This is an optimization exercise on Yosys and OpenROAD, whose aim is small area, not a production implementation.
Function was checked by simulation only, so behaviour that the tests miss may differ from the original.
No activity file was given, so power comes from the tool's default toggle rates.

Setup of the baseline:
==> flow/design.v <==
package uart_pkg;
    typedef logic [7:0] byte_t;
    localparam int DATA_BITS = 8;
    localparam logic LINE_IDLE = 1'b1;
    localparam logic START_LEVEL = 1'b0;
    localparam int CLOCKS_PER_BIT_DEFAULT = 32;
    localparam int FIFO_DEPTH_DEFAULT = 256;
endpackage
`timescale 1ns/1ps
module uart_rx #(
    parameter int CLOCKS_PER_BIT = uart_pkg::CLOCKS_PER_BIT_DEFAULT
) (
    input  logic            clk,
    input  logic            i_reset,
    input  logic            i_uart_rx,
    output logic            o_valid,
    output uart_pkg::byte_t o_data
);
    localparam int CNT_W = 5;
    localparam logic [CNT_W-1:0] SAMPLE_AT = 5'b11110;
    localparam logic [3:0] PH_IDLE  = 4'd0;
    localparam logic [3:0] PH_START = 4'd1;
    localparam logic [3:0] PH_STOP  = 4'd2;
    localparam logic [3:0] PH_VALID = 4'd4;
    localparam logic [3:0] PH_DATA0 = 4'd8;
    localparam logic [3:0] PH_DATA7 = 4'd12;
    logic [3:0]       phase;
    logic [CNT_W-1:0] bit_time;
    uart_pkg::byte_t  shift_reg;
    logic             sample;
    logic             in_data;
    logic             in_idle;
    logic rx_meta;
    logic rx_sync;
    logic rx_prev;
    always_ff @(posedge clk) begin
        if (i_reset) begin
            rx_meta <= uart_pkg::LINE_IDLE;
            rx_sync <= uart_pkg::LINE_IDLE;
            rx_prev <= uart_pkg::LINE_IDLE;
        end else begin
            rx_meta <= i_uart_rx;
            rx_sync <= rx_meta;
            rx_prev <= rx_sync;
        end
    end
    assign sample  = (bit_time == SAMPLE_AT);
    assign in_data = phase[3];
    assign in_idle = (phase == PH_IDLE) || (phase == PH_VALID);
    assign o_valid = (phase == PH_VALID);
    always_ff @(posedge clk) begin
        if (in_idle) begin
            bit_time <= '0;
        end else begin
            bit_time <= {bit_time[3:0],
                         bit_time[4] ^ bit_time[2] ^ (bit_time[3:0] == '0)};
        end
    end
    always_ff @(posedge clk) begin
        if (i_reset) begin
            phase <= PH_IDLE;
        end else begin
            if (in_idle) begin
                if (rx_prev == uart_pkg::LINE_IDLE &&
                    rx_sync == uart_pkg::START_LEVEL) begin
                    phase <= PH_START;
                end else begin
                    phase <= PH_IDLE;
                end
            end else if (sample) begin
                if (phase == PH_START) begin
                    phase <= (rx_sync == uart_pkg::START_LEVEL) ? PH_DATA0 : PH_IDLE;
                end else if (phase == PH_STOP) begin
                    phase <= (rx_sync == uart_pkg::LINE_IDLE) ? PH_VALID : PH_IDLE;
                end else if (phase == PH_DATA7) begin
                    phase <= PH_STOP;
                end else begin
                    phase <= {1'b1, phase[1:0],
                              phase[2] ^ phase[1] ^ (phase[1:0] == '0)};
                end
            end
        end
    end
    always_ff @(posedge clk) begin
        if (in_data && sample) begin
            shift_reg <= {rx_sync, shift_reg[7:1]};
        end
    end
    assign o_data = shift_reg;
endmodule
`timescale 1ns/1ps
module byte_fifo #(
    parameter int FIFO_DEPTH = uart_pkg::FIFO_DEPTH_DEFAULT
) (
    input  logic            clk,
    input  logic            i_reset,
    input  logic            i_valid,
    input  uart_pkg::byte_t i_data,
    output logic            o_valid,
    output uart_pkg::byte_t o_data,
    input  logic            i_ready
);
    localparam int AW = $clog2(FIFO_DEPTH);
    logic [AW-1:0] wr_pos;
    logic [AW-1:0] rd_pos;
    logic          last_wr;
    logic          rd_pend;
    logic [AW-1:0] wr_next;
    logic [AW-1:0] rd_next;
    logic ptr_eq;
    logic mem_empty;
    logic mem_full;
    logic out_load;
    logic bypass;
    logic mem_wr;
    logic mem_rd;
    assign wr_next = {wr_pos[6:0],
                      wr_pos[7] ^ wr_pos[5] ^ wr_pos[4] ^ wr_pos[3] ^ (wr_pos[6:0] == '0)};
    assign rd_next = {rd_pos[6:0],
                      rd_pos[7] ^ rd_pos[5] ^ rd_pos[4] ^ rd_pos[3] ^ (rd_pos[6:0] == '0)};
    assign ptr_eq    = (wr_pos == rd_pos);
    assign mem_empty = ptr_eq && !last_wr;
    assign mem_full  = ptr_eq && last_wr;
    assign out_load = !o_valid || i_ready;
    assign bypass = out_load && mem_empty && i_valid;
    assign mem_wr = i_valid && !mem_full && !bypass;
    assign mem_rd = out_load && !mem_empty;
    logic [8*FIFO_DEPTH-1:0] ring;
    uart_pkg::byte_t         ring_out;
    uart_pkg::byte_t         ring_in;
    uart_pkg::byte_t         wr_buf;
    logic                    wr_hit;
    logic                    rd_hit;
    assign ring_out = ring[8*FIFO_DEPTH-1 -: 8];
    assign wr_hit   = (wr_pos == '0);
    assign rd_hit   = rd_pend && (rd_pos == '0);
    assign ring_in  = wr_hit ? wr_buf : ring_out;
    always_ff @(posedge clk) begin
        ring <= {ring[8*FIFO_DEPTH-9:0], ring_in};
    end
    always_ff @(posedge clk) begin
        if (i_reset) begin
            wr_pos  <= '0;
            rd_pos  <= '0;
            last_wr <= 1'b0;
            rd_pend <= 1'b0;
            o_valid <= 1'b0;
        end else begin
            if (!mem_wr) begin
                wr_pos <= wr_next;
            end
            if (!mem_rd) begin
                rd_pos <= rd_next;
            end
            if (mem_wr) begin
                last_wr <= 1'b1;
            end else if (mem_rd) begin
                last_wr <= 1'b0;
            end
            if (mem_rd) begin
                rd_pend <= 1'b1;
            end else if (rd_hit) begin
                rd_pend <= 1'b0;
            end
            if (out_load) begin
                o_valid <= mem_rd || bypass;
            end
        end
    end
    always_ff @(posedge clk) begin
        if (mem_wr) begin
            wr_buf <= i_data;
        end
    end
    always_ff @(posedge clk) begin
        if (rd_hit) begin
            o_data <= mem_full ? ring_out : ring_in;
        end else if (bypass) begin
            o_data <= i_data;
        end
    end
endmodule
`timescale 1ns/1ps
module uart_tx #(
    parameter int CLOCKS_PER_BIT = uart_pkg::CLOCKS_PER_BIT_DEFAULT
) (
    input  logic            clk,
    input  logic            i_reset,
    input  logic            i_valid,
    input  uart_pkg::byte_t i_data,
    output logic            o_ready,
    output logic            o_uart_tx
);
    localparam int CNT_W = 5;
    logic [9:0]       frame;
    logic [CNT_W-1:0] bit_time;
    logic             take;
    logic             bit_end;
    assign o_ready   = (frame == '0);
    assign o_uart_tx = frame[0] || o_ready;
    assign take      = o_ready && i_valid;
    assign bit_end   = (bit_time == 5'b10000);
    always_ff @(posedge clk) begin
        if (o_ready) begin
            bit_time <= '0;
        end else begin
            bit_time <= {bit_time[3:0],
                         bit_time[4] ^ bit_time[2] ^ (bit_time[3:0] == '0)};
        end
    end
    always_ff @(posedge clk) begin
        if (i_reset) begin
            frame <= '0;
        end else if (take) begin
            frame <= {1'b1, i_data, uart_pkg::START_LEVEL};
        end else if (bit_end) begin
            frame <= frame >> 1;
        end
    end
endmodule
`timescale 1ns/1ps
module uart_echo_top #(
    parameter int CLOCKS_PER_BIT = uart_pkg::CLOCKS_PER_BIT_DEFAULT,
    parameter int FIFO_DEPTH     = uart_pkg::FIFO_DEPTH_DEFAULT
) (
    input  logic clk,
    input  logic i_reset,
    input  logic i_uart_rx,
    output logic o_uart_tx
);
    logic            rx_valid;
    uart_pkg::byte_t rx_data;
    logic            fifo_valid;
    uart_pkg::byte_t fifo_data;
    logic            tx_ready;
    uart_rx #(
        .CLOCKS_PER_BIT (CLOCKS_PER_BIT)
    ) uart_rx0 (
        .clk       (clk),
        .i_reset   (i_reset),
        .i_uart_rx (i_uart_rx),
        .o_valid   (rx_valid),
        .o_data    (rx_data)
    );
    byte_fifo #(
        .FIFO_DEPTH (FIFO_DEPTH)
    ) byte_fifo0 (
        .clk     (clk),
        .i_reset (i_reset),
        .i_valid (rx_valid),
        .i_data  (rx_data),
        .o_valid (fifo_valid),
        .o_data  (fifo_data),
        .i_ready (tx_ready)
    );
    uart_tx #(
        .CLOCKS_PER_BIT (CLOCKS_PER_BIT)
    ) uart_tx0 (
        .clk       (clk),
        .i_reset   (i_reset),
        .i_valid   (fifo_valid),
        .i_data    (fifo_data),
        .o_ready   (tx_ready),
        .o_uart_tx (o_uart_tx)
    );
endmodule
clock: 8.0 ns
lec_check: 0
cap_margin: 20
core_margin: 2
core_utilization: 70
cts_buf_list: sky130_fd_sc_hd__clkbuf_8
cts_cluster_diameter: 60
cts_cluster_size: 20
slew_margin: 20
standard.sh (not shown) runs the stock make flow with config.mk's settings and CLKGATE_MAP_FILE= SYNTH_SCRIPT=/design/flow/synth_recipe.tcl, a recipe that flattens the netlist after the stock synthesis.
==> flow/flow/run.sh <==
#!/bin/bash
# Standard layout, with the clock tree built without dummy loads.
set -euo pipefail
export CTS_ARGS="-sink_clustering_enable -repair_clock_nets -dont_use_dummy_load -buf_list sky130_fd_sc_hd__clkbuf_8 -sink_clustering_size 20 -sink_clustering_max_diameter 60"
bash standard.sh > flow_make.log 2>&1
[inputs] the candidate vs the baseline
--- a/flow/design.v
+++ b/flow/design.v
@@ -17,12 +17,11 @@
     output uart_pkg::byte_t o_data
 );
-    localparam int CNT_W = 5;
-    localparam logic [CNT_W-1:0] SAMPLE_AT = 5'b11110;
+    localparam int CNT_W = $clog2(CLOCKS_PER_BIT);
+    localparam logic [CNT_W-1:0] SAMPLE_AT = CNT_W'(CLOCKS_PER_BIT / 2 - 1);
     localparam logic [3:0] PH_IDLE  = 4'd0;
     localparam logic [3:0] PH_START = 4'd1;
     localparam logic [3:0] PH_STOP  = 4'd2;
-    localparam logic [3:0] PH_VALID = 4'd4;
     localparam logic [3:0] PH_DATA0 = 4'd8;
-    localparam logic [3:0] PH_DATA7 = 4'd12;
+    localparam logic [3:0] PH_DATA7 = 4'd15;
     logic [3:0]       phase;
     logic [CNT_W-1:0] bit_time;
@@ -30,5 +29,4 @@
     logic             sample;
     logic             in_data;
-    logic             in_idle;
     logic rx_meta;
     logic rx_sync;
@@ -47,24 +45,21 @@
     assign sample  = (bit_time == SAMPLE_AT);
     assign in_data = phase[3];
-    assign in_idle = (phase == PH_IDLE) || (phase == PH_VALID);
-    assign o_valid = (phase == PH_VALID);
-    always_ff @(posedge clk) begin
-        if (in_idle) begin
+    always_ff @(posedge clk) begin
+        if (phase == PH_IDLE) begin
             bit_time <= '0;
         end else begin
-            bit_time <= {bit_time[3:0],
-                         bit_time[4] ^ bit_time[2] ^ (bit_time[3:0] == '0)};
-        end
-    end
-    always_ff @(posedge clk) begin
-        if (i_reset) begin
-            phase <= PH_IDLE;
-        end else begin
-            if (in_idle) begin
+            bit_time <= bit_time + 1'b1;
+        end
+    end
+    always_ff @(posedge clk) begin
+        if (i_reset) begin
+            phase   <= PH_IDLE;
+            o_valid <= 1'b0;
+        end else begin
+            o_valid <= 1'b0;
+            if (phase == PH_IDLE) begin
                 if (rx_prev == uart_pkg::LINE_IDLE &&
                     rx_sync == uart_pkg::START_LEVEL) begin
                     phase <= PH_START;
-                end else begin
-                    phase <= PH_IDLE;
                 end
             end else if (sample) begin
@@ -72,10 +67,10 @@
                     phase <= (rx_sync == uart_pkg::START_LEVEL) ? PH_DATA0 : PH_IDLE;
                 end else if (phase == PH_STOP) begin
-                    phase <= (rx_sync == uart_pkg::LINE_IDLE) ? PH_VALID : PH_IDLE;
+                    o_valid <= (rx_sync == uart_pkg::LINE_IDLE);
+                    phase   <= PH_IDLE;
                 end else if (phase == PH_DATA7) begin
                     phase <= PH_STOP;
                 end else begin
-                    phase <= {1'b1, phase[1:0],
-                              phase[2] ^ phase[1] ^ (phase[1:0] == '0)};
+                    phase <= phase + 1'b1;
                 end
             end
@@ -106,6 +101,4 @@
     logic          last_wr;
     logic          rd_pend;
-    logic [AW-1:0] wr_next;
-    logic [AW-1:0] rd_next;
     logic ptr_eq;
     logic mem_empty;
@@ -115,8 +108,4 @@
     logic mem_wr;
     logic mem_rd;
-    assign wr_next = {wr_pos[6:0],
-                      wr_pos[7] ^ wr_pos[5] ^ wr_pos[4] ^ wr_pos[3] ^ (wr_pos[6:0] == '0)};
-    assign rd_next = {rd_pos[6:0],
-                      rd_pos[7] ^ rd_pos[5] ^ rd_pos[4] ^ rd_pos[3] ^ (rd_pos[6:0] == '0)};
     assign ptr_eq    = (wr_pos == rd_pos);
     assign mem_empty = ptr_eq && !last_wr;
@@ -148,8 +137,8 @@
         end else begin
             if (!mem_wr) begin
-                wr_pos <= wr_next;
+                wr_pos <= wr_pos - 1'b1;
             end
             if (!mem_rd) begin
-                rd_pos <= rd_next;
+                rd_pos <= rd_pos - 1'b1;
             end
             if (mem_wr) begin
@@ -192,5 +181,5 @@
     output logic            o_uart_tx
 );
-    localparam int CNT_W = 5;
+    localparam int CNT_W = $clog2(CLOCKS_PER_BIT);
     logic [9:0]       frame;
     logic [CNT_W-1:0] bit_time;
@@ -200,11 +189,10 @@
     assign o_uart_tx = frame[0] || o_ready;
     assign take      = o_ready && i_valid;
-    assign bit_end   = (bit_time == 5'b10000);
+    assign bit_end   = (bit_time == CNT_W'(CLOCKS_PER_BIT - 1));
     always_ff @(posedge clk) begin
         if (o_ready) begin
             bit_time <= '0;
         end else begin
-            bit_time <= {bit_time[3:0],
-                         bit_time[4] ^ bit_time[2] ^ (bit_time[3:0] == '0)};
+            bit_time <= bit_time + 1'b1;
         end
     end
### Flow results
Est. power | the candidate vs the baseline | the candidate higher. Worst hold slack delta for the candidate relative to the baseline: 0.011 ns higher. Between the baseline and the candidate, post-layout minimum cycle time increased. Going from the baseline to the candidate, setup slack went down 0.16 ns, netlist area before placement went up about 0.9%, part of the total power dissipated in the clock network went down 0.3 points, gate count after technology mapping went up 46.

what the ideal ports hide:
The flow's constraints put no driver on any port. The routed layouts listed below were extracted and timed again, unchanged, in two steps. Step 1 sets driving cells, clkbuf_16 on the clock port and buf_2 on the other inputs (assumed; they add their load-dependent delay and slew). Step 2 adds t to the input delays and takes it off the output delays; t is the mean of the earliest and latest rising clock arrival at the registers after step 1. Input paths then give back, and output paths get back, about the clock's delay inside the block. a / b / c = ideal / step 1 / step 2; a / b = the first two.
run | shift t [ns] | slack for setup (ns) | hold WS [ns]
the baseline | 0.756 | 3.961 / 3.908 / 4.663 | 0.298 / 0.298 / 0.298
the candidate | 0.747 | 3.801 / 3.748 / 4.495 | 0.309 / 0.309 / 0.309
After both steps setup and hold are still met in every run listed.
